Source: an optimization exercise on an open RTL-to-GDS flow (aim: small area, a short achievable clock period and few clock cycles per item). Production flows keep margins and buffers that such runs may drop.
Where RTL was checked, it was by simulation tests only, not by an equivalence proof against the original.
Function not checked in runs 1 and 2: the RTL went through the layout flow alone.

==> design/flow/design.v <==
package aes_sbox_pkg;
   typedef logic [7:0] byte_t;
endpackage
module sbox_lane_s1 (
   input  logic [7:0] in_byte,
   input  logic       inv,
   output logic [7:0] cut
);
   wire w_y0 = in_byte[0];
   wire w_y1 = in_byte[1];
   wire w_y2 = in_byte[2];
   wire w_y3 = in_byte[3];
   wire w_y4 = in_byte[4];
   wire w_y5 = in_byte[5];
   wire w_y6 = in_byte[6];
   wire w_y7 = in_byte[7];
   wire w_inv = inv;
   wire w_ai2 = w_y1 ^ w_y4;
   wire w_ai7 = w_y6 ^ w_ai2;
   wire w_ya7 = w_ai7;
   wire w_U0 = w_inv ? w_ya7 : w_y7;
   wire w_ai3 = w_y3 ^ w_y6;
   wire w_ai4 = w_y0 ^ w_ai3;
   wire w_ya1 = w_ai4;
   wire w_U6 = w_inv ? w_ya1 : w_y1;
   wire w_T3 = w_U0 ^ w_U6;
   wire w_ai6 = w_y7 ^ w_ai2;
   wire w_ya2 = ~w_ai6;
   wire w_U5 = w_inv ? w_ya2 : w_y2;
   wire w_T2 = w_U0 ^ w_U5;
   wire w_ai0 = w_y0 ^ w_y5;
   wire w_ai10 = w_y2 ^ w_ai0;
   wire w_ya3 = w_ai10;
   wire w_U4 = w_inv ? w_ya3 : w_y3;
   wire w_T5 = w_U4 ^ w_U6;
   wire w_ai1 = w_y2 ^ w_y7;
   wire w_ai11 = w_y4 ^ w_ai1;
   wire w_ya5 = w_ai11;
   wire w_U2 = w_inv ? w_ya5 : w_y5;
   wire w_T12 = w_U2 ^ w_U5;
   wire w_T16 = w_T5 ^ w_T12;
   wire w_ai5 = w_y1 ^ w_ai3;
   wire w_ya4 = w_ai5;
   wire w_U3 = w_inv ? w_ya4 : w_y4;
   wire w_T1 = w_U0 ^ w_U3;
   wire w_ai8 = w_y3 ^ w_ai0;
   wire w_ya6 = w_ai8;
   wire w_U1 = w_inv ? w_ya6 : w_y6;
   wire w_T7 = w_U1 ^ w_U2;
   wire w_ai9 = w_y5 ^ w_ai1;
   wire w_ya0 = ~w_ai9;
   wire w_U7 = w_inv ? w_ya0 : w_y0;
   wire w_T18 = w_U3 ^ w_U7;
   wire w_T19 = w_T7 ^ w_T18;
   wire w_T20 = w_T1 ^ w_T19;
   wire w_T6 = w_T1 ^ w_T5;
   wire w_T10 = w_T6 ^ w_T7;
   wire w_T9 = w_U7 ^ w_T7;
   wire w_T17 = w_T9 ^ w_T16;
   wire w_T11 = w_U1 ^ w_U5;
   wire w_T15 = w_T5 ^ w_T11;
   assign cut[0] = w_T3;
   assign cut[1] = w_T2;
   assign cut[2] = w_T16;
   assign cut[3] = w_T1;
   assign cut[4] = w_T20;
   assign cut[5] = w_T10;
   assign cut[6] = w_T17;
   assign cut[7] = w_T15;
endmodule
module sbox_lane_s2 (
   input  logic [7:0] cut_in,
   output logic [11:0] cut_out
);
   wire w_a_T3 = cut_in[0];
   wire w_a_T2 = cut_in[1];
   wire w_a_T16 = cut_in[2];
   wire w_a_T1 = cut_in[3];
   wire w_a_T20 = cut_in[4];
   wire w_a_T10 = cut_in[5];
   wire w_a_T17 = cut_in[6];
   wire w_a_T15 = cut_in[7];
   wire w_ta0 = w_a_T10 ^ w_a_T15;
   wire w_T27 = w_ta0;
   wire w_ta3 = w_a_T2 ^ w_a_T1;
   wire w_T4 = w_ta3;
   wire w_ta11 = w_a_T17 ^ w_a_T15;
   wire w_U7 = w_ta11;
   wire w_T20 = w_a_T20;
   wire w_T10 = w_a_T10;
   wire w_T1 = w_a_T1;
   wire w_T3 = w_a_T3;
   wire w_ta4 = w_a_T16 ^ w_ta0;
   wire w_T6 = w_ta4;
   wire w_ta9 = w_a_T1 ^ w_a_T20;
   wire w_T19 = w_ta9;
   wire w_M4 = w_T19 & w_U7;
   wire w_ta5 = w_a_T3 ^ w_ta3;
   wire w_T13 = w_ta5;
   wire w_M1 = w_T13 & w_T6;
   wire w_M5 = w_M4 ^ w_M1;
   wire w_ta10 = w_a_T2 ^ w_a_T10;
   wire w_T24 = w_ta10;
   wire w_M17 = w_M5 ^ w_T24;
   wire w_T2 = w_a_T2;
   wire w_M14 = w_T2 & w_T10;
   wire w_T15 = w_a_T15;
   wire w_M11 = w_T1 & w_T15;
   wire w_M15 = w_M14 ^ w_M11;
   wire w_M21 = w_M17 ^ w_M15;
   wire w_T17 = w_a_T17;
   wire w_M9 = w_T20 & w_T17;
   wire w_T16 = w_a_T16;
   wire w_M6 = w_T3 & w_T16;
   wire w_M10 = w_M9 ^ w_M6;
   wire w_M19 = w_M10 ^ w_M15;
   wire w_ta8 = w_a_T20 ^ w_a_T17;
   wire w_T25 = w_ta8;
   wire w_M23 = w_M19 ^ w_T25;
   wire w_ta7 = w_a_T3 ^ w_a_T16;
   wire w_T26 = w_ta7;
   wire w_M8 = w_T26 ^ w_M6;
   wire w_ta1 = w_a_T3 ^ w_a_T20;
   wire w_T22 = w_ta1;
   wire w_ta2 = w_a_T16 ^ w_a_T17;
   wire w_T9 = w_ta2;
   wire w_M7 = w_T22 & w_T9;
   wire w_M18 = w_M8 ^ w_M7;
   wire w_M12 = w_T4 & w_T27;
   wire w_M13 = w_M12 ^ w_M11;
   wire w_M22 = w_M18 ^ w_M13;
   wire w_ta12 = w_a_T1 ^ w_a_T15;
   wire w_T14 = w_ta12;
   wire w_M3 = w_T14 ^ w_M1;
   wire w_ta13 = w_a_T2 ^ w_ta1;
   wire w_T23 = w_ta13;
   wire w_ta6 = w_a_T10 ^ w_ta2;
   wire w_T8 = w_ta6;
   wire w_M2 = w_T23 & w_T8;
   wire w_M16 = w_M3 ^ w_M2;
   wire w_M20 = w_M16 ^ w_M13;
   wire w_M25 = w_M22 & w_M20;
   wire w_M28 = w_M23 ^ w_M25;
   wire w_M27 = w_M20 ^ w_M21;
   wire w_M29 = w_M28 & w_M27;
   wire w_M37 = w_M21 ^ w_M29;
   wire w_M31 = w_M20 & w_M23;
   wire w_M32 = w_M27 & w_M31;
   wire w_M33 = w_M27 ^ w_M25;
   wire w_M38 = w_M32 ^ w_M33;
   wire w_M26 = w_M21 ^ w_M25;
   wire w_M24 = w_M22 ^ w_M23;
   wire w_M30 = w_M26 & w_M24;
   wire w_M39 = w_M23 ^ w_M30;
   wire w_M34 = w_M21 & w_M22;
   wire w_M35 = w_M24 & w_M34;
   wire w_M36 = w_M24 ^ w_M25;
   wire w_M40 = w_M35 ^ w_M36;
   assign cut_out[0] = w_T27;
   assign cut_out[1] = w_T4;
   assign cut_out[2] = w_U7;
   assign cut_out[3] = w_T20;
   assign cut_out[4] = w_T10;
   assign cut_out[5] = w_T1;
   assign cut_out[6] = w_T3;
   assign cut_out[7] = w_T6;
   assign cut_out[8] = w_M37;
   assign cut_out[9] = w_M38;
   assign cut_out[10] = w_M39;
   assign cut_out[11] = w_M40;
endmodule
module sbox_lane_s3 (
   input  logic [11:0] cut,
   input  logic       inv,
   output logic [7:0] out_byte
);
   wire w_r_T27 = cut[0];
   wire w_r_T4 = cut[1];
   wire w_r_U7 = cut[2];
   wire w_r_T20 = cut[3];
   wire w_r_T10 = cut[4];
   wire w_r_T1 = cut[5];
   wire w_r_T3 = cut[6];
   wire w_r_T6 = cut[7];
   wire w_r_M37 = cut[8];
   wire w_r_M38 = cut[9];
   wire w_r_M39 = cut[10];
   wire w_r_M40 = cut[11];
   wire w_invq = inv;
   wire w_s2_M37 = w_r_M37;
   wire w_s2_M39 = w_r_M39;
   wire w_M42 = w_s2_M37 ^ w_s2_M39;
   wire w_s2_M38 = w_r_M38;
   wire w_s2_M40 = w_r_M40;
   wire w_M41 = w_s2_M38 ^ w_s2_M40;
   wire w_M45 = w_M42 ^ w_M41;
   wire w_s2_T4 = w_r_T4;
   wire w_M62 = w_M45 & w_s2_T4;
   wire w_M43 = w_s2_M37 ^ w_s2_M38;
   wire w_tb6 = w_r_T27 ^ w_r_T6;
   wire w_s2_T16 = w_tb6;
   wire w_M49 = w_M43 & w_s2_T16;
   wire w_s2_T1 = w_r_T1;
   wire w_M61 = w_M42 & w_s2_T1;
   wire w_L5 = w_M49 ^ w_M61;
   wire w_L6 = w_M62 ^ w_L5;
   wire w_M44 = w_s2_M39 ^ w_s2_M40;
   wire w_tb4 = w_r_T4 ^ w_r_T3;
   wire w_s2_T13 = w_tb4;
   wire w_M55 = w_M44 & w_s2_T13;
   wire w_tb3 = w_r_U7 ^ w_r_T6;
   wire w_tb8 = w_r_T10 ^ w_tb3;
   wire w_s2_T9 = w_tb8;
   wire w_M50 = w_s2_M38 & w_s2_T9;
   wire w_tb0 = w_r_T4 ^ w_r_T1;
   wire w_tb1 = w_r_T20 ^ w_r_T3;
   wire w_tb9 = w_tb0 ^ w_tb1;
   wire w_s2_T23 = w_tb9;
   wire w_M56 = w_s2_M40 & w_s2_T23;
   wire w_L1 = w_M50 ^ w_M56;
   wire w_L15 = w_M55 ^ w_L1;
   wire w_tb2 = w_r_T27 ^ w_r_T10;
   wire w_s2_T15 = w_tb2;
   wire w_M52 = w_M42 & w_s2_T15;
   wire w_s2_T27 = w_r_T27;
   wire w_M53 = w_M45 & w_s2_T27;
   wire w_L9 = w_M52 ^ w_M53;
   wire w_L24 = w_L15 ^ w_L9;
   wire w_S0 = w_L6 ^ w_L24;
   wire w_s7 = w_S0;
   wire w_s2_T10 = w_r_T10;
   wire w_M54 = w_M41 & w_s2_T10;
   wire w_s2_T3 = w_r_T3;
   wire w_M58 = w_M43 & w_s2_T3;
   wire w_L4 = w_M54 ^ w_M58;
   wire w_L10 = w_M53 ^ w_L4;
   wire w_L25 = w_L6 ^ w_L10;
   wire w_s2_T20 = w_r_T20;
   wire w_M60 = w_s2_M37 & w_s2_T20;
   wire w_s2_T6 = w_r_T6;
   wire w_M46 = w_M44 & w_s2_T6;
   wire w_s2_U7 = w_r_U7;
   wire w_M48 = w_s2_M39 & w_s2_U7;
   wire w_L2 = w_M46 ^ w_M48;
   wire w_L11 = w_M60 ^ w_L2;
   wire w_tb5 = w_r_T20 ^ w_r_T1;
   wire w_s2_T19 = w_tb5;
   wire w_M57 = w_s2_M39 & w_s2_T19;
   wire w_L17 = w_M57 ^ w_L1;
   wire w_L29 = w_L11 ^ w_L17;
   wire w_S5 = w_L25 ^ w_L29;
   wire w_s2 = w_S5;
   wire w_s2_T2 = w_tb0;
   wire w_M63 = w_M41 & w_s2_T2;
   wire w_L19 = w_M63 ^ w_L4;
   wire w_L14 = w_M52 ^ w_M61;
   wire w_L28 = w_L11 ^ w_L14;
   wire w_S2 = ~(w_L19 ^ w_L28);
   wire w_s5 = w_S2;
   wire w_zi1 = w_s2 ^ w_s5;
   wire w_zi9 = w_s7 ^ w_zi1;
   wire w_z0 = ~w_zi9;
   wire w_tb7 = w_r_U7 ^ w_tb2;
   wire w_s2_T17 = w_tb7;
   wire w_M51 = w_s2_M37 & w_s2_T17;
   wire w_s2_T22 = w_tb1;
   wire w_M59 = w_s2_M38 & w_s2_T22;
   wire w_L8 = w_M51 ^ w_M59;
   wire w_L18 = w_M58 ^ w_L8;
   wire w_L23 = w_L18 ^ w_L2;
   wire w_S7 = ~(w_L6 ^ w_L23);
   wire w_o0 = w_invq ? w_z0 : w_S7;
   wire w_L0 = w_M61 ^ w_M62;
   wire w_L16 = w_M56 ^ w_L0;
   wire w_s2_T8 = w_tb3;
   wire w_M47 = w_s2_M40 & w_s2_T8;
   wire w_L3 = w_M47 ^ w_M55;
   wire w_L7 = w_M46 ^ w_L3;
   wire w_L26 = w_L7 ^ w_L9;
   wire w_S1 = ~(w_L16 ^ w_L26);
   wire w_s6 = w_S1;
   wire w_s0 = w_S7;
   wire w_L20 = w_L0 ^ w_L1;
   wire w_L12 = w_M48 ^ w_M51;
   wire w_L22 = w_L3 ^ w_L12;
   wire w_S4 = w_L20 ^ w_L22;
   wire w_s3 = w_S4;
   wire w_zi3 = w_s0 ^ w_s3;
   wire w_zi7 = w_s6 ^ w_zi3;
   wire w_z1 = w_zi7;
   wire w_L13 = w_M50 ^ w_L0;
   wire w_L27 = w_L8 ^ w_L10;
   wire w_S6 = ~(w_L13 ^ w_L27);
   wire w_o1 = w_invq ? w_z1 : w_S6;
   wire w_s1 = w_S6;
   wire w_L21 = w_L1 ^ w_L7;
   wire w_S3 = w_L6 ^ w_L21;
   wire w_s4 = w_S3;
   wire w_zi2 = w_s4 ^ w_s7;
   wire w_zi4 = w_s1 ^ w_zi2;
   wire w_z2 = ~w_zi4;
   wire w_o2 = w_invq ? w_z2 : w_S5;
   wire w_zi10 = w_s0 ^ w_zi1;
   wire w_z3 = w_zi10;
   wire w_o3 = w_invq ? w_z3 : w_S4;
   wire w_zi0 = w_s1 ^ w_s6;
   wire w_zi11 = w_s3 ^ w_zi0;
   wire w_z4 = w_zi11;
   wire w_o4 = w_invq ? w_z4 : w_S3;
   wire w_zi5 = w_s2 ^ w_zi2;
   wire w_z5 = w_zi5;
   wire w_o5 = w_invq ? w_z5 : w_S2;
   wire w_zi8 = w_s5 ^ w_zi3;
   wire w_z6 = w_zi8;
   wire w_o6 = w_invq ? w_z6 : w_S1;
   wire w_zi6 = w_s4 ^ w_zi0;
   wire w_z7 = w_zi6;
   wire w_o7 = w_invq ? w_z7 : w_S0;
   assign out_byte[0] = w_o0;
   assign out_byte[1] = w_o1;
   assign out_byte[2] = w_o2;
   assign out_byte[3] = w_o3;
   assign out_byte[4] = w_o4;
   assign out_byte[5] = w_o5;
   assign out_byte[6] = w_o6;
   assign out_byte[7] = w_o7;
endmodule
module sbox_subbytes_pipe
#(
   parameter int N_BYTES = 16
) (
   input  logic                 clk,
   input  logic                 rst_n,
   input  logic                 in_valid,
   output logic                 in_ready,
   input  logic [8*N_BYTES-1:0] in_data,
   input  logic                 in_inv,
   output logic                 out_valid,
   input  logic                 out_ready,
   output logic [8*N_BYTES-1:0] out_data,
   output logic                 out_inv,
   output logic                 busy
);
   localparam int DW = 8*N_BYTES;
   localparam int NA = 8;    
   localparam int NB = 12;    
   logic                  vld0_q, vld1_q, vld2_q;
   logic                  inv0_q, inv1_q, inv2_q;
   logic [N_BYTES*NA-1:0] a_d, a_q;
   logic [N_BYTES*NB-1:0] b_d, b_q;
   logic [DW-1:0]         sub_d, sub_q;
   logic                  adv;
   assign adv = !vld2_q || out_ready;
   generate
      for (genvar i = 0; i < N_BYTES; i++) begin : g_lane
         sbox_lane_s1 u_s1 (
            .in_byte (in_data[8*i +: 8]),
            .inv     (in_inv),
            .cut     (a_d[NA*i +: NA])
         );
         sbox_lane_s2 u_s2 (
            .cut_in  (a_q[NA*i +: NA]),
            .cut_out (b_d[NB*i +: NB])
         );
         sbox_lane_s3 u_s3 (
            .cut      (b_q[NB*i +: NB]),
            .inv      (inv1_q),
            .out_byte (sub_d[8*i +: 8])
         );
      end
   endgenerate
   always_ff @(posedge clk) begin
      if (!rst_n) begin
         vld0_q <= 1'b0;
         vld1_q <= 1'b0;
         vld2_q <= 1'b0;
      end else begin
         if (adv) vld0_q <= in_valid;
         if (adv) vld1_q <= vld0_q;
         if (adv) vld2_q <= vld1_q;
      end
      if (adv) begin
         a_q    <= a_d;
         inv0_q <= in_inv;
      end
      if (adv) begin
         b_q    <= b_d;
         inv1_q <= inv0_q;
      end
      if (adv) begin
         sub_q  <= sub_d;
         inv2_q <= inv1_q;
      end
   end
   assign in_ready  = adv;
   assign out_valid = vld2_q;
   assign out_data  = sub_q;
   assign out_inv   = inv2_q;
   assign busy      = vld0_q | vld1_q | vld2_q;
endmodule
==> design/flow/flow/run.sh <==
#!/bin/bash
# Own flow: the standard layout (standard.sh) with two changes:
#  - synthesis maps the logic with flow/abc.script in place of ORFS's abc_area.script
#    (registers, flattening and renaming are the standard synthesis's);
#  - the port buffers that the standard flow inserts are sky130_fd_sc_hd__buf_2 cells
#    instead of the tool's default pick.
# Each step's full output goes to its own log file in this folder.
set -euo pipefail
cd "$(dirname "$0")/.."
rm -rf myscripts
cp -r "$FLOW_HOME/scripts" myscripts
cp flow/abc.script myscripts/abc_area.script
bash standard.sh SCRIPTS_DIR="$PWD/myscripts" synth > synth.log 2>&1
bash standard.sh BUFFER_PORTS_ARGS="-buffer_cell sky130_fd_sc_hd__buf_2" finish > layout.log 2>&1
==> design/flow/flow/abc.script <==
strash
dch
map -D 3000
topo
stime -c
buffer -c
upsize -c
dnsize -c
==> design/flow/standard.sh <==
#!/bin/bash
# synth_recipe.tcl (not shown) runs the flow's synth.tcl, then flattens the netlist and writes it again
# the make line also repeats each setting of config.mk as NAME=value (left out here)
make -C /OpenROAD-flow-scripts/flow DESIGN_CONFIG=/design/flow/config.mk WORK_HOME=/design/flow/orfs CLKGATE_MAP_FILE= SYNTH_SCRIPT=/design/flow/synth_recipe.tcl "${@:-finish}"
==> design/flow/config.mk <==
export PLATFORM = sky130hd
export DESIGN_NAME = sbox_subbytes_pipe
export DESIGN_NICKNAME = sbox_subbytes_pipe
export VERILOG_FILES = /design/flow/design.v
export SDC_FILE = /design/flow/constraint.sdc
export NUM_CORES = 4
export LEC_CHECK = 0
export ABC_AREA = 1
export CAP_MARGIN = 20
export CELL_PAD_IN_SITES_DETAIL_PLACEMENT = 0
export CELL_PAD_IN_SITES_GLOBAL_PLACEMENT = 1
export CORE_MARGIN = 2
export CORE_UTILIZATION = 50
export PLACE_DENSITY = 0.62
export SETUP_SLACK_MARGIN = 2.0
export SLEW_MARGIN = 20
==> design/flow/constraint.sdc <==
create_clock -name core_clock -period 5.0 [get_ports {clk}]
set_input_delay 1.0000 -clock core_clock [delete_from_list [all_inputs] [get_ports {clk}]]
set_output_delay 1.0000 -clock core_clock [all_outputs]
set_load 0.01 [all_outputs]
==> flow_summary.json, run 1 <==
{
  "synthAdderAreaFrac_pct": 1.60,
  "routedWlPerCell_um": 13.8,
  "die_w_um": 278,
  "yosysTopAreaCellShare_pct": 36.1,
  "row_count": 100,
  "synthesis.nets": 4405,
  "fin_crit_sh_pct": 57.9,
  "criticalPathCategory": "flop to flop",
  "synth_seq_area_share_pct": 36.3,
  "rsz0062_at_grt": "yes",
  "worstPathRequired_ps": 5320,
  "met3_usage_pct": 3.01,
  "finalCriticalPeriod_ps": 2900,
  "startpoint": "b_q[165]$_DFFE_PP_",
  "vias_per_cell": 4.69,
  "final_cell_mix": "xor2_1 (742), nand2_1 (678), xnor2_1 (654), inv_1 (457), edfxtp_1 (451)",
  "slew_violations": 0,
  "hp-class": "flop to flop",
  "layout_commonest_cell": "xor2_1",
  "grt_remaining_overflow": 0,
  "synth-compound-area-share_pct": 5.90,
  "drt_iter0_drc": 1124,
  "io_pins": 265,
  "hp-start": "inv0_q$_DFFE_PP_",
  "grt_max_degree": 124,
  "clock_latency_ps": 610,
  "synthCells": 4224,
  "postSynthAreaPerCell_sq_um": 8.88,
  "regToRegSetupSlack_ps": 2100,
  "cts_sinks": 454,
  "synthSimpleGateAreaFrac_pct": 12.8,
  "grt_first_pass_wirelength_um": 126000,
  "cts_root_buf": "clkbuf_16",
  "ant_nets": 0,
  "synth_mux_area_share_pct": 0.667,
  "core_area_sq_um": 74300,
  "grt_use_met1_pct": 26.0,
  "grtUsageMet2_pct": 33.9,
  "status": "complete, no violations",
  "syn_area_sq_um": 37500,
  "yosys.area.top_type": "edfxtp_1",
  "gp_congestion": 0.856,
  "drive_gt1_share_pct": 14.9,
  "cts_buffers": 54,
  "antenna_found_initial": 4,
  "die_area_sq_um": 77200,
  "grt_usage_pct": 19.6,
  "htree_levels": 2,
  "drc": 0,
  "finalSetupViolCount": 0,
  "first_global_vias": 25496,
  "clk_path_buf_depth": 3,
  "initial_core_util_pct": 50.4,
  "vias": 26146,
  "relSlewSlack_pct": 46.7,
  "hpwl_um": 60000,
  "finClkSkew_ps": 20.5,
  "n_fill_cell": 6664,
  "synth_cell_types": 40,
  "final_hold_viol_count": 0,
  "clk_pin_slew_worst_paths_ps": 60,
  "endpoint_kind": "flop",
  "yosys_warnings": 1,
  "die_h_um": 278,
  "max_cap_viol_count": 0,
  "busiest_layer": "met2",
  "portBuffers": 264,
  "synth_top_family_by_area": "XOR/XNOR gates",
  "ys_ff_latch": 454,
  "wl_um": 76700,
  "r2r-start": "b_q[165]$_DFFE_PP_",
  "syn_to_final_growth_pct": 16.1,
  "crit_arrival_ps": 3210,
  "start_kind": "flop",
  "final_nets": 4744,
  "cts_tree": "yes",
  "firstDrtPassIters": 5,
  "layout_setup_ws_ps": 2100,
  "cp_max_fo": 5,
  "synth.area.top_cells": "edfxtp_1 (36%), xor2_1 (19%), xnor2_1 (16%)",
  "tightest_slew_ps": 800,
  "pre_cts_slack_ps": 1680,
  "synth-xor-area-share_pct": 37.5,
  "fmaxAchievable_mhz": 345
}
[synthesized netlist by cell type (all sizes together)]
library cell,n
a21oi,130
o21ai,260
nand3,81
clkbuf,50
mux2i,25
nor3,11
xnor2,718
o22ai,10
clkinv,1
and2,2
a22oi,6
ha,48
dfxtp,3
a31oi,3
o21a,6
a21boi,1
edfxtp,451
nor2,331
xor2,849
or2,68
nand2,685
buf,2
o21bai,3
inv,464
o211ai,1
nand4,8
a211oi,7
[final timing paths]
path                                             end  depth (start not counted)
worst max-delay path            sub_q[104]$_DFFE_PP_                         11
worst min-delay path                inv1_q$_DFFE_PP_                          0
worst max register to register  sub_q[104]$_DFFE_PP_                         11
worst min register to register      inv1_q$_DFFE_PP_                          0
[sequential cells by signal (all words and copies together) (netlist names)]
signal,flops
b_q,192
a_q,128
sub_q,128
inv0_q,1
inv1_q,1
inv2_q,1
vld0_q,1
vld1_q,1
vld2_q,1
[layout make-up]
class / count / area (sq um) / area share, %
sequential: 454 / 13600 / 31.3
inverter: 465 / 1750 / 4.03
clock buffer: 62 / 1400 / 3.22
tap: 969 / 1210 / 2.79
antenna: 1 / 2.50 / 0.00575
clock inverter: 34 / 513 / 1.18
timing repair buffer: 335 / 1920 / 4.42
multi-input combinational: 3253 / 23100 / 53.1
[stage by stage]
| stage | setup TNS (ps) | hold WS [ps] | util, % | instances | instance area [sq um] |
|---|---|---|---|---|---|
| 6_report | 0 | 417 | 58.6 | 5573 | 43500 |
| 5_1_grt | 0 | 429 | 58.6 | 5573 | 43500 |
| 4_1_cts | 0 | 412 | 56.6 | 5521 | 42000 |
| 3_5_place_dp | 0 | 407 | 53.9 | 5419 | 40000 |
| 3_3_place_gp | 0 | 402 | 53.9 | 5419 | 40000 |
| 2_1_floorplan | -1511660 | 400 | - | 4224 | 37500 |
[layer usage]
metal	up-vias	share of wire [%]
met5	-	0.035
met4	4	1.9
met3	86	4.0
met2	334	48
met1	11782	46
li1	13940	-
[critical path: stages, from the launching register on]
cell and delay (ps):
edfxtp_1 480, xnor2_2 210, or2_1 250, nand2_2 100
nor2_4 60, xnor2_4 260, xnor2_4 190, xor2_4 300
xnor2_2 210, xor2_1 280, xor2_1 170, o21ai_1 100
[what timing repair did]
item	4_1_cts	5_1_grt
pin swaps	3	34
endpoints found under the setup margin	20	96
hold buffers	0	0
gates resized for setup	8	163
setup buffers	6	51
[cell families (layout without fill, tap and decap cells)]
group                    count (synthesis)  count (layout)
flip-flops                             454             454
buffers and inverters                  517             896
adder cells (fa/ha/maj)                 48              48
AO/OA/AOI/OAI                          427             427
other                                    0               1
multiplexers                            25              25
XOR/XNOR                              1567            1567
AND/OR/NAND/NOR                       1186            1186
==> run 2: changes to the inputs <==
--- a/design/flow/config.mk
+++ b/design/flow/config.mk
@@ -12,5 +12,5 @@
 export CORE_MARGIN = 2
 export CORE_UTILIZATION = 50
 export PLACE_DENSITY = 0.62
-export SETUP_SLACK_MARGIN = 2.0
+export SETUP_SLACK_MARGIN = 2.3
 export SLEW_MARGIN = 20
==> run 2 against run 1 <==
Effect of this change: still clean; setup slack improved by 13 ps; fmax grew 0.46%; area after synthesis is the same; count of clock-buffer cells in the layout shrank 2; sequential share of layout area fell by 3.8 points; synthesized cell count did not move; core utilization rose by 8.2 points; cell area rose by 14%; highest routed layer unchanged.
==> flow_summary.json, run 2 <==
{
  "status": "complete, no violations",
  "die_w_um": 278,
  "vias_per_cell": 4.69,
  "criticalPathCategory": "flop to flop",
  "postSynthAreaPerCell_sq_um": 8.88,
  "synth_edf_count": 451,
  "synthesis.nets": 4405,
  "hp-class": "flop to flop",
  "ff2ff_path_depth": 12,
  "max_cap_viol_count": 0,
  "grt_max_degree": 158,
  "htree_levels": 2,
  "hpwl_um": 59100,
  "layout_commonest_cell": "nand2_1",
  "portBuffers": 264,
  "fin_crit_sh_pct": 57.6,
  "cpPeakStageDelay_ps": 460,
  "ys_async_sr_fraction_pct": 0,
  "finalCriticalPeriod_ps": 2880,
  "synth_most_common_cell": "xor2_1",
  "cp_slowest_cell": "edfxtp_1",
  "final_nets": 5057,
  "crit_buf_inv": 1,
  "antenna_found_initial": 29,
  "synth_seq_area_share_pct": 36.3,
  "clock_latency_ps": 620,
  "cp_max_fo": 3,
  "first_global_vias": 26736,
  "wl_um": 83400,
  "synth_cell_types": 40,
  "die_h_um": 278,
  "worstPathCellList": "xnor2_2 -> xnor2_2 -> inv_2 -> nor2_8 -> xor2_4 -> xor2_4 -> xor2_4 -> xor2_2 -> xor2_2 -> nand2_1 -> nand2_1 -> o22ai_2",
  "relSlewSlack_pct": 30.7,
  "finalSetupViolCount": 0,
  "cp.depth": 12,
  "synthFlopType": "edfxtp_1",
  "critical_path.most_common_cell": "xor2_4",
  "final_hold_viol_count": 0,
  "clk_pin_slew_worst_paths_ps": 60,
  "largest_reg_flops": 192,
  "row_count": 100,
  "worstHoldPathCells": 0,
  "finClkSkew_ps": 20.8,
  "drc": 0,
  "fmaxAchievable_mhz": 347,
  "firstDrtPassIters": 5,
  "vias": 27659,
  "io_pins": 265,
  "drt_iter0_drc": 1021,
  "syn_to_final_growth_pct": 32.3,
  "worstPathRequired_ps": 5350,
  "final.setup.tns_ps": 0,
  "endpoint_kind": "flop",
  "die_area_sq_um": 77200,
  "drive_gt1_share_pct": 29.9,
  "tightest_slew_ps": 1040,
  "final_cell_mix": "nand2_1 (641), xor2_1 (582), xnor2_1 (522), edfxtp_1 (451), inv_1 (418)",
  "initial_core_util_pct": 50.4,
  "grt_usage_pct": 20.3,
  "yosysTopAreaCellShare_pct": 36.1,
  "cts_root_buf": "clkbuf_16",
  "cts_buffers": 54,
  "ys_ff_latch": 454,
  "gp_congestion": 0.843,
  "yosys.area.top_type": "edfxtp_1",
  "clk_path_buf_depth": 3,
  "cts_tree": "yes",
  "routedWlPerCell_um": 14.1,
  "start_kind": "flop",
  "cts_sinks": 454,
  "syn_area_sq_um": 37500,
  "top_regs": "b_q x192, a_q x128, sub_q x128",
  "regMostFlops": "b_q",
  "ant_nets": 0,
  "grt_remaining_overflow": 0,
  "crit_arrival_ps": 3230,
  "rsz0062_at_grt": "yes",
  "post_dp_cell_area_sq_um": 40100,
  "grt_first_pass_wirelength_um": 130000,
  "yosys_warnings": 1,
  "path_delay_family": "XOR/XNOR gates",
  "slew_violations": 0,
  "synthTopCellsByCount": "xor2_1 (823), xnor2_1 (705), nand2_1 (681)",
  "core_area_sq_um": 74300,
  "synth.area.top_cells": "edfxtp_1 (36%), xor2_1 (19%), xnor2_1 (16%)",
  "design_area_sq_um": 49600,
  "synthCells": 4224
}
run 2: timing repair:
item,4_1_cts,5_1_grt
setup endpoints to repair,117,219
buffers inserted,159,212
pin swaps,115,296
resized for setup,252,567
hold buffers,0,0
run 2: cell type report:
cell class              instances  area, sq um
multi-input cells            3253        26700
clock inverters                39          425
inverters                     465         1760
fillers                      5975        24700
well taps                     969         1210
diodes                         11         27.5
flip-flops and latches        454        13600
clock buffers                  60         1440
repair buffers                648         4430
run 2: per-layer routing:
| layer | vias up | routed length (um) | track usage [%] |
|---|---|---|---|
| met3 | 161 | 3990 | 4.23 |
| met1 | 12623 | 35500 | 25.6 |
| li1 | 14453 | - | - |
| met2 | 388 | 41600 | 35.3 |
| met4 | 34 | 2110 | 5.07 |
| met5 | - | 201 | 0 |
run 2: through the flow:
stage,setup slack [ps],instances,hold slack [ps],utilization (%)
3_3_place_gp,1760,5418,408,53.9
2_1_floorplan,-3340,4224,400,-
5_1_grt,1910,5892,441,66.7
3_5_place_dp,1740,5418,410,53.9
4_1_cts,2220,5676,424,60.1
6_report,2120,5899,420,66.7
run 2: worst paths after layout:
check | startpoint | endpoint | slack [ps]
worst max register to register | b_q[179]$_DFFE_PP_ | sub_q[114]$_DFFE_PP_ | 2120
worst min-delay path | inv0_q$_DFFE_PP_ | inv1_q$_DFFE_PP_ | 420
worst min register to register | inv0_q$_DFFE_PP_ | inv1_q$_DFFE_PP_ | 420
worst max-delay path | b_q[179]$_DFFE_PP_ | sub_q[114]$_DFFE_PP_ | 2120
run 2: logic make-up after synthesis:
group,after synthesis,share of synthesized area (%)
mux,25,0.667
compound gates,427,5.90
flops,454,36.3
simple gates,1186,12.8
buf+inv,517,5.18
xor+xnor,1567,37.5
fa+ha+maj,48,1.60
==> run 3: changes to the inputs <==
--- a/design/flow/design.v
+++ b/design/flow/design.v
@@ -171,8 +171,7 @@
 endmodule
 module sbox_lane_s3 (
    input  logic [11:0] cut,
-   input  logic       inv,
-   output logic [7:0] out_byte
+   output logic [7:0] fwd_byte
 );
    wire w_r_T27 = cut[0];
    wire w_r_T4 = cut[1];
@@ -186,7 +185,6 @@
    wire w_r_M38 = cut[9];
    wire w_r_M39 = cut[10];
    wire w_r_M40 = cut[11];
-   wire w_invq = inv;
    wire w_s2_M37 = w_r_M37;
    wire w_s2_M39 = w_r_M39;
    wire w_M42 = w_s2_M37 ^ w_s2_M39;
@@ -204,97 +202,120 @@
    wire w_M61 = w_M42 & w_s2_T1;
    wire w_L5 = w_M49 ^ w_M61;
    wire w_L6 = w_M62 ^ w_L5;
+   wire w_s2_T3 = w_r_T3;
+   wire w_M58 = w_M43 & w_s2_T3;
+   wire w_tb2 = w_r_T27 ^ w_r_T10;
+   wire w_tb7 = w_r_U7 ^ w_tb2;
+   wire w_s2_T17 = w_tb7;
+   wire w_M51 = w_s2_M37 & w_s2_T17;
+   wire w_tb1 = w_r_T20 ^ w_r_T3;
+   wire w_s2_T22 = w_tb1;
+   wire w_M59 = w_s2_M38 & w_s2_T22;
+   wire w_L8 = w_M51 ^ w_M59;
+   wire w_L18 = w_M58 ^ w_L8;
    wire w_M44 = w_s2_M39 ^ w_s2_M40;
-   wire w_tb4 = w_r_T4 ^ w_r_T3;
-   wire w_s2_T13 = w_tb4;
-   wire w_M55 = w_M44 & w_s2_T13;
+   wire w_s2_T6 = w_r_T6;
+   wire w_M46 = w_M44 & w_s2_T6;
+   wire w_s2_U7 = w_r_U7;
+   wire w_M48 = w_s2_M39 & w_s2_U7;
+   wire w_L2 = w_M46 ^ w_M48;
+   wire w_L23 = w_L18 ^ w_L2;
+   wire w_S7 = ~(w_L6 ^ w_L23);
    wire w_tb3 = w_r_U7 ^ w_r_T6;
    wire w_tb8 = w_r_T10 ^ w_tb3;
    wire w_s2_T9 = w_tb8;
    wire w_M50 = w_s2_M38 & w_s2_T9;
-   wire w_tb0 = w_r_T4 ^ w_r_T1;
-   wire w_tb1 = w_r_T20 ^ w_r_T3;
-   wire w_tb9 = w_tb0 ^ w_tb1;
-   wire w_s2_T23 = w_tb9;
-   wire w_M56 = w_s2_M40 & w_s2_T23;
-   wire w_L1 = w_M50 ^ w_M56;
-   wire w_L15 = w_M55 ^ w_L1;
-   wire w_tb2 = w_r_T27 ^ w_r_T10;
-   wire w_s2_T15 = w_tb2;
-   wire w_M52 = w_M42 & w_s2_T15;
+   wire w_L0 = w_M61 ^ w_M62;
+   wire w_L13 = w_M50 ^ w_L0;
    wire w_s2_T27 = w_r_T27;
    wire w_M53 = w_M45 & w_s2_T27;
-   wire w_L9 = w_M52 ^ w_M53;
-   wire w_L24 = w_L15 ^ w_L9;
-   wire w_S0 = w_L6 ^ w_L24;
-   wire w_s7 = w_S0;
    wire w_s2_T10 = w_r_T10;
    wire w_M54 = w_M41 & w_s2_T10;
-   wire w_s2_T3 = w_r_T3;
-   wire w_M58 = w_M43 & w_s2_T3;
    wire w_L4 = w_M54 ^ w_M58;
    wire w_L10 = w_M53 ^ w_L4;
+   wire w_L27 = w_L8 ^ w_L10;
+   wire w_S6 = ~(w_L13 ^ w_L27);
    wire w_L25 = w_L6 ^ w_L10;
    wire w_s2_T20 = w_r_T20;
    wire w_M60 = w_s2_M37 & w_s2_T20;
-   wire w_s2_T6 = w_r_T6;
-   wire w_M46 = w_M44 & w_s2_T6;
-   wire w_s2_U7 = w_r_U7;
-   wire w_M48 = w_s2_M39 & w_s2_U7;
-   wire w_L2 = w_M46 ^ w_M48;
    wire w_L11 = w_M60 ^ w_L2;
    wire w_tb5 = w_r_T20 ^ w_r_T1;
    wire w_s2_T19 = w_tb5;
    wire w_M57 = w_s2_M39 & w_s2_T19;
+   wire w_tb0 = w_r_T4 ^ w_r_T1;
+   wire w_tb9 = w_tb0 ^ w_tb1;
+   wire w_s2_T23 = w_tb9;
+   wire w_M56 = w_s2_M40 & w_s2_T23;
+   wire w_L1 = w_M50 ^ w_M56;
    wire w_L17 = w_M57 ^ w_L1;
    wire w_L29 = w_L11 ^ w_L17;
    wire w_S5 = w_L25 ^ w_L29;
-   wire w_s2 = w_S5;
+   wire w_L20 = w_L0 ^ w_L1;
+   wire w_s2_T8 = w_tb3;
+   wire w_M47 = w_s2_M40 & w_s2_T8;
+   wire w_tb4 = w_r_T4 ^ w_r_T3;
+   wire w_s2_T13 = w_tb4;
+   wire w_M55 = w_M44 & w_s2_T13;
+   wire w_L3 = w_M47 ^ w_M55;
+   wire w_L12 = w_M48 ^ w_M51;
+   wire w_L22 = w_L3 ^ w_L12;
+   wire w_S4 = w_L20 ^ w_L22;
+   wire w_L7 = w_M46 ^ w_L3;
+   wire w_L21 = w_L1 ^ w_L7;
+   wire w_S3 = w_L6 ^ w_L21;
    wire w_s2_T2 = w_tb0;
    wire w_M63 = w_M41 & w_s2_T2;
    wire w_L19 = w_M63 ^ w_L4;
+   wire w_s2_T15 = w_tb2;
+   wire w_M52 = w_M42 & w_s2_T15;
    wire w_L14 = w_M52 ^ w_M61;
    wire w_L28 = w_L11 ^ w_L14;
    wire w_S2 = ~(w_L19 ^ w_L28);
+   wire w_L16 = w_M56 ^ w_L0;
+   wire w_L9 = w_M52 ^ w_M53;
+   wire w_L26 = w_L7 ^ w_L9;
+   wire w_S1 = ~(w_L16 ^ w_L26);
+   wire w_L15 = w_M55 ^ w_L1;
+   wire w_L24 = w_L15 ^ w_L9;
+   wire w_S0 = w_L6 ^ w_L24;
+   assign fwd_byte[0] = w_S7;
+   assign fwd_byte[1] = w_S6;
+   assign fwd_byte[2] = w_S5;
+   assign fwd_byte[3] = w_S4;
+   assign fwd_byte[4] = w_S3;
+   assign fwd_byte[5] = w_S2;
+   assign fwd_byte[6] = w_S1;
+   assign fwd_byte[7] = w_S0;
+endmodule
+module sbox_lane_out (
+   input  logic [7:0] fwd_byte,
+   input  logic       inv,
+   output logic [7:0] out_byte
+);
+   wire w_S7 = fwd_byte[0];
+   wire w_S6 = fwd_byte[1];
+   wire w_S5 = fwd_byte[2];
+   wire w_S4 = fwd_byte[3];
+   wire w_S3 = fwd_byte[4];
+   wire w_S2 = fwd_byte[5];
+   wire w_S1 = fwd_byte[6];
+   wire w_S0 = fwd_byte[7];
+   wire w_invq = inv;
+   wire w_s7 = w_S0;
+   wire w_s2 = w_S5;
    wire w_s5 = w_S2;
    wire w_zi1 = w_s2 ^ w_s5;
    wire w_zi9 = w_s7 ^ w_zi1;
    wire w_z0 = ~w_zi9;
-   wire w_tb7 = w_r_U7 ^ w_tb2;
-   wire w_s2_T17 = w_tb7;
-   wire w_M51 = w_s2_M37 & w_s2_T17;
-   wire w_s2_T22 = w_tb1;
-   wire w_M59 = w_s2_M38 & w_s2_T22;
-   wire w_L8 = w_M51 ^ w_M59;
-   wire w_L18 = w_M58 ^ w_L8;
-   wire w_L23 = w_L18 ^ w_L2;
-   wire w_S7 = ~(w_L6 ^ w_L23);
    wire w_o0 = w_invq ? w_z0 : w_S7;
-   wire w_L0 = w_M61 ^ w_M62;
-   wire w_L16 = w_M56 ^ w_L0;
-   wire w_s2_T8 = w_tb3;
-   wire w_M47 = w_s2_M40 & w_s2_T8;
-   wire w_L3 = w_M47 ^ w_M55;
-   wire w_L7 = w_M46 ^ w_L3;
-   wire w_L26 = w_L7 ^ w_L9;
-   wire w_S1 = ~(w_L16 ^ w_L26);
    wire w_s6 = w_S1;
    wire w_s0 = w_S7;
-   wire w_L20 = w_L0 ^ w_L1;
-   wire w_L12 = w_M48 ^ w_M51;
-   wire w_L22 = w_L3 ^ w_L12;
-   wire w_S4 = w_L20 ^ w_L22;
    wire w_s3 = w_S4;
    wire w_zi3 = w_s0 ^ w_s3;
    wire w_zi7 = w_s6 ^ w_zi3;
    wire w_z1 = w_zi7;
-   wire w_L13 = w_M50 ^ w_L0;
-   wire w_L27 = w_L8 ^ w_L10;
-   wire w_S6 = ~(w_L13 ^ w_L27);
    wire w_o1 = w_invq ? w_z1 : w_S6;
    wire w_s1 = w_S6;
-   wire w_L21 = w_L1 ^ w_L7;
-   wire w_S3 = w_L6 ^ w_L21;
    wire w_s4 = w_S3;
    wire w_zi2 = w_s4 ^ w_s7;
    wire w_zi4 = w_s1 ^ w_zi2;
@@ -364,8 +385,12 @@
          );
          sbox_lane_s3 u_s3 (
             .cut      (b_q[NB*i +: NB]),
-            .inv      (inv1_q),
-            .out_byte (sub_d[8*i +: 8])
+            .fwd_byte (sub_d[8*i +: 8])
+         );
+         sbox_lane_out u_out (
+            .fwd_byte (sub_q[8*i +: 8]),
+            .inv      (inv2_q),
+            .out_byte (out_data[8*i +: 8])
          );
       end
    endgenerate
@@ -394,7 +419,6 @@
    end
    assign in_ready  = adv;
    assign out_valid = vld2_q;
-   assign out_data  = sub_q;
    assign out_inv   = inv2_q;
    assign busy      = vld0_q | vld1_q | vld2_q;
 endmodule
--- a/design/flow/config.mk
+++ b/design/flow/config.mk
@@ -12,5 +12,5 @@
 export CORE_MARGIN = 2
 export CORE_UTILIZATION = 50
 export PLACE_DENSITY = 0.62
-export SETUP_SLACK_MARGIN = 2.3
+export SETUP_SLACK_MARGIN = 2.2
 export SLEW_MARGIN = 20
==> run 3 against run 2 <==
Effect of this change: cell area down 13%; synthesized cell count up 0.36%; register-to-register slack better by 360 ps; clock skew up 1.4 ps.
==> flow_summary.json, run 3 <==
{
  "syn_to_final_growth_pct": 11.8,
  "synth_cell_types": 33,
  "criticalPathCategory": "flop to output port",
  "core_area_sq_um": 76100,
  "syn_area_sq_um": 38500,
  "grt_usage_pct": 19.2,
  "die_h_um": 282,
  "io_pins": 265,
  "yosys_warnings": 1,
  "worstPathRequired_ps": 4000,
  "gp_congestion": 0.842,
  "routedWlPerCell_um": 14.0,
  "busiest_layer": "met2",
  "met3_usage_pct": 2.61,
  "pre_cts_slack_ps": 1860,
  "ant_nets": 0,
  "synthesis.nets": 4420,
  "slew_violations": 0,
  "final_cell_mix": "xor2_1 (1003), xnor2_1 (549), nand2_1 (467), edfxtp_1 (451), nor2_1 (429)",
  "firstDrtPassIters": 5,
  "layout_setup_ws_ps": 2060,
  "grt_first_pass_wirelength_um": 123000,
  "synth_seq_area_share_pct": 35.3,
  "design_area_sq_um": 43100,
  "cts_buffers": 54,
  "layout_commonest_cell": "xor2_1",
  "hp-class": "flop to flop",
  "synth_edf_count": 451,
  "finalSetupViolCount": 0,
  "portBuffers": 264,
  "grt_use_met1_pct": 26.5,
  "drt_iter0_drc": 1050,
  "wl_um": 76900,
  "hpwl_um": 57200,
  "synthFlopType": "edfxtp_1",
  "clk_path_buf_depth": 3,
  "synthCells": 4239,
  "finalCriticalPeriod_ps": 2940,
  "tightest_slew_ps": 928,
  "ys_async_sr_fraction_pct": 0,
  "finClkSkew_ps": 22.2,
  "postSynthAreaPerCell_sq_um": 9.09,
  "largest_reg_flops": 192,
  "fmaxAchievable_mhz": 340,
  "final.setup.tns_ps": 0,
  "cts_root_buf": "clkbuf_16",
  "htree_levels": 2,
  "start_kind": "flop",
  "cp_max_fo": 2,
  "grt_max_degree": 169,
  "vias": 25422,
  "cts_hold_buf": 0,
  "yosys.area.top_type": "edfxtp_1",
  "antenna_found_initial": 7,
  "initial_core_util_pct": 50.6,
  "regMostFlops": "b_q",
  "max_cap_viol_count": 0,
  "n_fill_cell": 7003,
  "vias_per_cell": 4.63,
  "rsz0062_at_grt": "yes",
  "synth_most_common_cell": "xor2_1",
  "drive_gt1_share_pct": 13.8,
  "ys_ff_latch": 454,
  "top_regs": "b_q x192, a_q x128, sub_q x128",
  "cts_sinks": 454,
  "clock_latency_ps": 610,
  "final_hold_viol_count": 0,
  "synth.area.top_cells": "edfxtp_1 (35%), xor2_1 (23%), xnor2_1 (13%)",
  "endpoint_kind": "output port",
  "post_dp_cell_area_sq_um": 40100,
  "synthTopCellsByCount": "xor2_1 (1008), xnor2_1 (586), nand2_1 (467)",
  "yosysTopAreaCellShare_pct": 35.2,
  "drc": 0,
  "first_global_vias": 24268,
  "relSlewSlack_pct": 38.1,
  "grtUsageMet2_pct": 32.2,
  "fin_crit_sh_pct": 58.8,
  "status": "complete, no violations",
  "regToRegSetupSlack_ps": 2480,
  "die_area_sq_um": 79300,
  "grt_remaining_overflow": 0,
  "clk_pin_slew_worst_paths_ps": 60,
  "row_count": 101,
  "crit_arrival_ps": 1940,
  "cts_tree": "yes",
  "die_w_um": 282,
  "final_nets": 4597
}
==> run 3: path summary, 6_finish.rpt <==
check                           cells past startpoint                start                  end
worst max-delay path                                4  sub_q[66]$_DFFE_PP_         out_data[67]
worst min-delay path                                0     inv0_q$_DFFE_PP_     inv1_q$_DFFE_PP_
worst max register to register                      8    b_q[95]$_DFFE_PP_  sub_q[58]$_DFFE_PP_
worst min register to register                      0     inv0_q$_DFFE_PP_     inv1_q$_DFFE_PP_
==> run 3: critical path, stage by stage, from the launching register on <==
cell      delay, ps
edfxtp_1        450
xnor2_2         340
xor2_2          150
a21oi_4         220
buf_2           170
==> run 3: what timing repair did <==
item                                    CTS  global route
cloned                                    8             2
setup buffers                            16             5
pin swaps                                20             8
endpoints found under the setup margin  130           128
gates resized for setup                 101            23
==> run 3: final cells by class <==
type,instances,area (sq um),area share (%)
tap,1030,1290,2.99
antenna,4,10.0,0.0232
timing repair buffer,304,1950,4.54
clock buffer,59,1390,3.23
timing repair inverter,1,5.00,0.0116
multi-input combinational,3190,22800,52.8
clock inverter,41,517,1.20
inverter,411,1550,3.59
sequential,454,13600,31.6
==> run 3: through the flow <==
| stage | std cells | utilization (%) | hold slack (ps) |
|---|---|---|---|
| finish | 5494 | 56.6 | 421 |
| global placement | 5359 | 52.7 | 402 |
| global route | 5492 | 56.6 | 442 |
| CTS | 5483 | 56.3 | 424 |
| floorplan | 4239 | - | 400 |
| detailed placement | 5359 | 52.7 | 410 |
==> run 3: metal layers <==
layer	share of wire, %	routed length [um]	vias to the layer above
li1	-	-	13605
met1	48	36900	11420
met2	47	35800	313
met3	3.7	2880	78
met4	1.7	1280	6
met5	0.053	41	-
==> run 3: logic make-up (layout without fill, tap and decap cells) <==
| kind of cell | count (synthesis) | count (layout) | synth area share (%) |
|---|---|---|---|
| xor gates and xnor gates | 1655 | 1655 | 39.0 |
| and+or+nand+nor | 1073 | 1073 | 11.4 |
| buffers and inverters | 595 | 816 | 7.09 |
| DFF | 454 | 454 | 35.3 |
| AOI/OAI and AO/OA | 413 | 413 | 5.67 |
| adders and majority gates | 48 | 48 | 1.56 |
| muxes | 1 | 1 | 0.0292 |
| other | 0 | 4 | 0 |
Testbench counts of run 3, summed over its fixed seeds: cycles 8,024, items 8,000.
==> run 4: changes to the inputs <==
--- a/design/flow/config.mk
+++ b/design/flow/config.mk
@@ -11,6 +11,7 @@
 export CELL_PAD_IN_SITES_GLOBAL_PLACEMENT = 1
 export CORE_MARGIN = 2
 export CORE_UTILIZATION = 50
+export CTS_BUF_LIST = sky130_fd_sc_hd__clkbuf_8
 export PLACE_DENSITY = 0.62
-export SETUP_SLACK_MARGIN = 2.2
+export SETUP_SLACK_MARGIN = 2.0
 export SLEW_MARGIN = 20
==> run 4 against run 3 <==
Effect of this change: still clean on timing, DRC and antenna; setup slack got worse by 22 ps; core utilization decreased by 1.2 points; fmax down 0.73%; clock skew increased by 13 ps; count of clock-buffer cells in the layout grew 25; critical path depth did not move; hold slack is essentially flat; first-iteration DRC count is 2.4% lower; register-to-register slack improved by 50 ps; largest cell class unchanged; highest routed layer unchanged.
==> flow_summary.json, run 4 <==
{
  "pre_cts_slack_ps": 1860,
  "synthCells": 4239,
  "ff2ff_path_depth": 8,
  "cts_tree": "yes",
  "synthFlopType": "edfxtp_1",
  "cp.depth": 4,
  "cts_root_buf": "clkbuf_8",
  "clk_path_buf_depth": 3,
  "routedWlPerCell_um": 13.8,
  "firstDrtPassIters": 5,
  "reg2reg_to": "sub_q[58]$_DFFE_PP_",
  "vias_per_cell": 4.62,
  "start_kind": "flop",
  "final_hold_viol_count": 0,
  "routed-wl-met2_um": 35600,
  "grt_usage_pct": 18.6,
  "syn_area_sq_um": 38500,
  "hp-start": "inv0_q$_DFFE_PP_",
  "design_area_sq_um": 42200,
  "worstHoldPathCells": 0,
  "cpPeakStageDelay_ps": 410,
  "tightest_slew_ps": 912,
  "endpoint_kind": "output port",
  "synthesis.nets": 4420,
  "wl_um": 76400,
  "final_cell_mix": "xor2_1 (1008), xnor2_1 (569), nand2_1 (467), edfxtp_1 (451), nor2_1 (445)",
  "cp_slowest_cell": "edfxtp_1",
  "die_area_sq_um": 79300,
  "utilization_pct": 55.5,
  "gp_congestion": 0.842,
  "rsz0062_at_grt": "yes",
  "fin_crit_sh_pct": 59.3,
  "crit_arrival_ps": 1960,
  "fmaxAchievable_mhz": 337,
  "finalSetupViolCount": 0,
  "synth_seq_area_share_pct": 35.3,
  "drive_gt1_share_pct": 12.9,
  "core_area_sq_um": 76100,
  "postSynthAreaPerCell_sq_um": 9.09,
  "hpwl_um": 57200,
  "grt_first_pass_wirelength_um": 120000,
  "met1_length_um": 36800,
  "antenna_found_initial": 9,
  "worstPathCellList": "buf_12 -> clkbuf_16 -> a21oi_2 -> buf_2",
  "grt_max_degree": 169,
  "synth.area.top_cells": "edfxtp_1 (35%), xor2_1 (23%), xnor2_1 (13%)",
  "finalCriticalPeriod_ps": 2960,
  "ys_ff_latch": 454,
  "r2r-start": "b_q[95]$_DFFE_PP_",
  "finClkSkew_ps": 35.6,
  "hp-class": "flop to flop",
  "instances_no_fill": 5519,
  "initial_core_util_pct": 50.6,
  "synth_most_common_cell": "xor2_1",
  "largest_reg_flops": 192,
  "ant_nets": 0,
  "first_global_vias": 24308,
  "drc": 0,
  "regMostFlops": "b_q",
  "synthTopCellsByCount": "xor2_1 (1008), xnor2_1 (586), nand2_1 (467)",
  "relSlewSlack_pct": 39.2,
  "htree_levels": 3,
  "syn_to_final_growth_pct": 9.52,
  "post_dp_cell_area_sq_um": 40100,
  "slew_violations": 0,
  "clk_pin_slew_worst_paths_ps": 50,
  "crit_buf_inv": 3,
  "ys_async_sr_fraction_pct": 0,
  "layout_setup_ws_ps": 2040,
  "max_cap_viol_count": 0,
  "regToRegSetupSlack_ps": 2530,
  "yosys_warnings": 1,
  "maxUsedRoutingLayer": "met5",
  "grt_remaining_overflow": 0,
  "cts_hold_buf": 0,
  "die_h_um": 282,
  "io_pins": 265,
  "holdPathEnd": "inv1_q$_DFFE_PP_",
  "final_nets": 4606,
  "path_delay_family": "buffers and inverters",
  "synth_edf_count": 451,
  "yosys.area.top_type": "edfxtp_1",
  "drt_iter0_drc": 1025,
  "portBuffers": 264,
  "wl_met3_um": 2940,
  "cp_max_fo": 32,
  "criticalPathCategory": "flop to output port",
  "vias": 25495,
  "row_count": 101,
  "clock_latency_ps": 670,
  "status": "complete, no violations",
  "cts_sinks": 454,
  "layout_commonest_cell": "xor2_1",
  "worstPathRequired_ps": 4000,
  "post-place-cells": 5359,
  "yosysTopAreaCellShare_pct": 35.2,
  "top_regs": "b_q x192, a_q x128, sub_q x128",
  "die_w_um": 282,
  "synth_cell_types": 33,
  "cts_buffers": 83
}
[run 4: cell counts after synthesis]
Identical to the previous run, type by type.
[run 4: cell families after synthesis]
| kind of cell | share of synthesized area (%) |
|---|---|
| flip-flops | 35.3 |
| AO/OA/AOI/OAI | 5.67 |
| XOR/XNOR | 39.0 |
| adder cells (fa/ha/maj) | 1.56 |
| buffers and inverters | 7.09 |
| multiplexers | 0.0292 |
| AND/OR/NAND/NOR | 11.4 |
[run 4: stage by stage]
| step | hold WS, ps | TNS [ps] |
|---|---|---|
| global route | 441 | 0 |
| global placement | 402 | 0 |
| floorplan | 400 | -1511660 |
| CTS | 423 | 0 |
| finish | 421 | 0 |
| detailed placement | 410 | 0 |
[run 4: cell type report]
cell class,count,area (sq um)
clock inverters,62,445
repair buffers,284,1710
flip-flops and latches,454,13600
diodes,3,7.51
inverters,411,1550
well taps,1030,1290
fillers,7128,33900
repair inverters,1,5.00
clock buffers,84,1160
multi-input cells,3190,22400
[run 4: worst max path at each step]
stage | start | to | slack (ps)
6_report | inv2_q$_DFFE_PP_ | out_data[66] | 2040
5_1_grt | inv2_q$_DFFE_PP_ | out_data[2] | 1960
4_1_cts | inv2_q$_DFFE_PP_ | out_data[83] | 1910
3_5_place_dp | in_inv | a_q[6]$_DFFE_PP_ | 1860
3_3_place_gp | in_inv | a_q[4]$_DFFE_PP_ | 1910
2_1_floorplan | out_ready | a_q[0]$_DFFE_PP_ | -3340
[run 4: timing repair]
action	CTS	global route
gates cloned	2	6
gates resized for setup	13	37
endpoints found under the setup margin	129	113
buffers inserted	2	1
hold endpoints to repair	0	0
[run 4: metal layers]
layer / vias up / global-route usage (%)
met3: 88 / 3.09
met1: 11454 / 25.2
met4: 6 / 4.36
li1: 13624 / -
met5: - / 0
met2: 323 / 31.0
==> run 5: changes to the inputs <==
==> design/flow/flow/abc.script (replaced) <==
strash
dch
map -D 2500
topo
stime -c
buffer -c
upsize -c
dnsize -c
--- a/design/flow/config.mk
+++ b/design/flow/config.mk
@@ -11,7 +11,6 @@
 export CELL_PAD_IN_SITES_GLOBAL_PLACEMENT = 1
 export CORE_MARGIN = 2
 export CORE_UTILIZATION = 50
-export CTS_BUF_LIST = sky130_fd_sc_hd__clkbuf_8
 export PLACE_DENSITY = 0.62
 export SETUP_SLACK_MARGIN = 2.0
 export SLEW_MARGIN = 20
==> run 5 against run 4 <==
Effect of this change: die area stayed put; non-clock buffer count is 1 lower; cell count is 0.85% lower; clock skew is 14 ps lower; critical path type unchanged; critical endpoint is now out_data[16]; largest cell class unchanged; highest routed layer unchanged.
==> flow_summary.json, run 5 <==
{
  "slew_violations": 0,
  "portBuffers": 264,
  "regMostFlops": "b_q",
  "grt_max_degree": 169,
  "layout_commonest_cell": "xor2_1",
  "ys_async_sr_fraction_pct": 0,
  "synth.area.top_cells": "edfxtp_1 (35%), xor2_1 (23%), xnor2_1 (13%)",
  "ff2ff_path_depth": 8,
  "cp_max_fo": 48,
  "core_area_sq_um": 76100,
  "largest_reg_flops": 192,
  "final.setup.tns_ps": 0,
  "cts_sinks": 454,
  "r2r-start": "b_q[95]$_DFFE_PP_",
  "hp-class": "flop to flop",
  "reg2reg_to": "sub_q[58]$_DFFE_PP_",
  "clock_latency_ps": 610,
  "syn_area_sq_um": 38500,
  "cts_hold_buf": 0,
  "yosysTopAreaCellShare_pct": 35.2,
  "grt_remaining_overflow": 0,
  "cpPeakStageDelay_ps": 360,
  "io_pins": 265,
  "cts_tree": "yes",
  "row_count": 101,
  "final_cell_mix": "xor2_1 (1008), xnor2_1 (577), nand2_1 (467), edfxtp_1 (451), nor2_1 (445)",
  "cp_slowest_cell": "edfxtp_1",
  "fin_crit_sh_pct": 58.7,
  "post_dp_cell_area_sq_um": 40100,
  "drc": 0,
  "vias_per_cell": 4.62,
  "relSlewSlack_pct": 37.6,
  "worstPathRequired_ps": 4000,
  "clk_pin_slew_worst_paths_ps": 60,
  "final_hold_viol_count": 0,
  "fmaxAchievable_mhz": 341,
  "cts_buffers": 54,
  "synthFlopType": "edfxtp_1",
  "synth_most_common_cell": "xor2_1",
  "design_area_sq_um": 42400,
  "yosys_warnings": 1,
  "startpoint": "inv2_q$_DFFE_PP_",
  "antenna_found_initial": 8,
  "finClkSkew_ps": 22.0,
  "endpoint_kind": "output port",
  "grt_first_pass_wirelength_um": 120000,
  "criticalPathCategory": "flop to output port",
  "htree_levels": 2,
  "crit_arrival_ps": 1930,
  "regToRegSetupSlack_ps": 2530,
  "final_nets": 4576,
  "first_global_vias": 23977,
  "drive_gt1_share_pct": 11.9,
  "synthesis.nets": 4420,
  "gp_congestion": 0.842,
  "tightest_slew_ps": 936,
  "die_area_sq_um": 79300,
  "cts_root_buf": "clkbuf_16",
  "drt_iter0_drc": 1032,
  "initial_core_util_pct": 50.6,
  "yosys.area.top_type": "edfxtp_1",
  "endpoint": "out_data[16]",
  "routedWlPerCell_um": 13.8,
  "syn_to_final_growth_pct": 9.94,
  "clk_path_buf_depth": 3,
  "die_h_um": 282,
  "ys_ff_latch": 454,
  "postSynthAreaPerCell_sq_um": 9.09,
  "top_regs": "b_q x192, a_q x128, sub_q x128",
  "synth_seq_area_share_pct": 35.3,
  "ant_nets": 0,
  "grt_usage_pct": 18.5,
  "synth_cell_types": 33,
  "hpwl_um": 57200,
  "finalSetupViolCount": 0,
  "max_cap_viol_count": 0,
  "synthCells": 4239,
  "synth_edf_count": 451,
  "die_w_um": 282,
  "vias": 25300,
  "rsz0062_at_grt": "yes",
  "start_kind": "flop",
  "status": "complete, no violations",
  "worstPathCellList": "buf_8 -> clkbuf_16 -> nor2_1 -> a21oi_2 -> buf_2",
  "firstDrtPassIters": 5,
  "synthTopCellsByCount": "xor2_1 (1008), xnor2_1 (586), nand2_1 (467)",
  "wl_um": 75400,
  "finalCriticalPeriod_ps": 2930
}
## run 5: cell counts after synthesis
Identical to the previous run, type by type.
## run 5: timing repair
| action | in CTS | in global routing |
|---|---|---|
| buffers inserted | 1 | 2 |
| pin swaps | 0 | 1 |
| hold endpoints to repair | 0 | 0 |
| gates cloned | 2 | 5 |
| resized for setup | 12 | 16 |
| endpoints found under the setup margin | 126 | 46 |
## run 5: per-layer routing
metal / up-vias / share of wire (%) / GRT usage [%] / wire [um]
met5: - / 0.054 / 0 / 41
met2: 307 / 46 / 30.8 / 34700
met4: 6 / 1.7 / 4.08 / 1280
met1: 11350 / 49 / 25.5 / 36600
met3: 78 / 3.7 / 2.71 / 2790
li1: 13559 / - / - / -
## run 5: cell families (layout without fill, tap and decap cells)
| kind of cell | count (synthesis) | after routing | share of synthesized area (%) |
|---|---|---|---|
| simple gates | 1073 | 1073 | 11.4 |
| flops | 454 | 454 | 35.3 |
| compound gates | 413 | 413 | 5.67 |
| buf+inv | 595 | 795 | 7.09 |
| xor+xnor | 1655 | 1655 | 39.0 |
| fa+ha+maj | 48 | 48 | 1.56 |
| mux | 1 | 1 | 0.0292 |
| other cells | 0 | 3 | 0 |
## run 5: cell type report
cell class	count	area, sq um
Clock buffer	59	1390
Fill cell	7084	33700
Timing Repair inverter	1	5.00
Tap cell	1030	1290
Multi-Input combinational cell	3190	22300
Inverter	411	1550
Sequential cell	454	13600
Antenna cell	3	7.51
Clock inverter	41	517
Timing Repair Buffer	283	1690
## run 5: worst min-delay path by stage
stage / slack, ps / startpoint / depth (start not counted) / endpoint
after floorplan: 400 / inv0_q$_DFFE_PP_ / 0 / inv1_q$_DFFE_PP_
after global placement: 400 / inv0_q$_DFFE_PP_ / 0 / inv1_q$_DFFE_PP_
after detailed placement: 410 / inv0_q$_DFFE_PP_ / 0 / inv1_q$_DFFE_PP_
after CTS: 420 / inv0_q$_DFFE_PP_ / 0 / inv1_q$_DFFE_PP_
after global routing: 440 / inv0_q$_DFFE_PP_ / 0 / inv1_q$_DFFE_PP_
final: 420 / inv0_q$_DFFE_PP_ / 0 / inv1_q$_DFFE_PP_
## run 5: worst max-delay path, delay by kind of cell, from the launching register on
family	cells	cell delay, ps
buf+inv	3	690
compound gates	1	130
flops	1	360
simple gates	1	100
## run 5: through the flow
step	setup slack, ps	hold WS (ps)	utilization, %	cells
6_report	2070	420	55.7	5472
5_1_grt	1970	442	55.7	5471
4_1_cts	1990	424	55.4	5462
3_5_place_dp	1860	410	52.7	5359
3_3_place_gp	1910	402	52.7	5359
2_1_floorplan	-3340	400	-	4239

-- afterwards: timing with drivers on the ports --
How much do the figures lean on ideal ports? The routed layouts below were timed once more, with nothing changed but the port constraints.
Step 1 (the two cells are an assumption about what drives the block):
set clk [get_ports {clk}]
set_driving_cell -lib_cell sky130_fd_sc_hd__clkbuf_16 $clk
set_driving_cell -lib_cell sky130_fd_sc_hd__buf_2 [delete_from_list [all_inputs] $clk]
Step 2 moves the port delays by t, midway between the first and last clock arrival at a register: inputs arrive t later, outputs are due t later. That takes back most of the time a late clock gives input paths.
Slacks: ideal ports / drivers / drivers and shift; pairs: ideal ports / drivers.
| run | shift t [ns] | setup WS [ns] | cell pins on the clock port's net |
|---|---|---|---|
| run 1 | 0.664 | 2.104 / 2.104 / 1.708 | 1 |
| run 2 | 0.671 | 2.118 / 2.118 / 1.872 | 1 |
| run 3 | 0.667 | 2.058 / 1.991 / 1.850 | 1 |
| run 4 | 0.716 | 2.036 / 1.972 / 1.850 | 1 |
| run 5 | 0.669 | 2.067 / 2.000 / 1.852 | 1 |
After both steps every run listed still meets setup and hold. The setup slack of run 1, which loses most, moves by 0.000 ns with the drivers and by -0.396 ns with both steps.
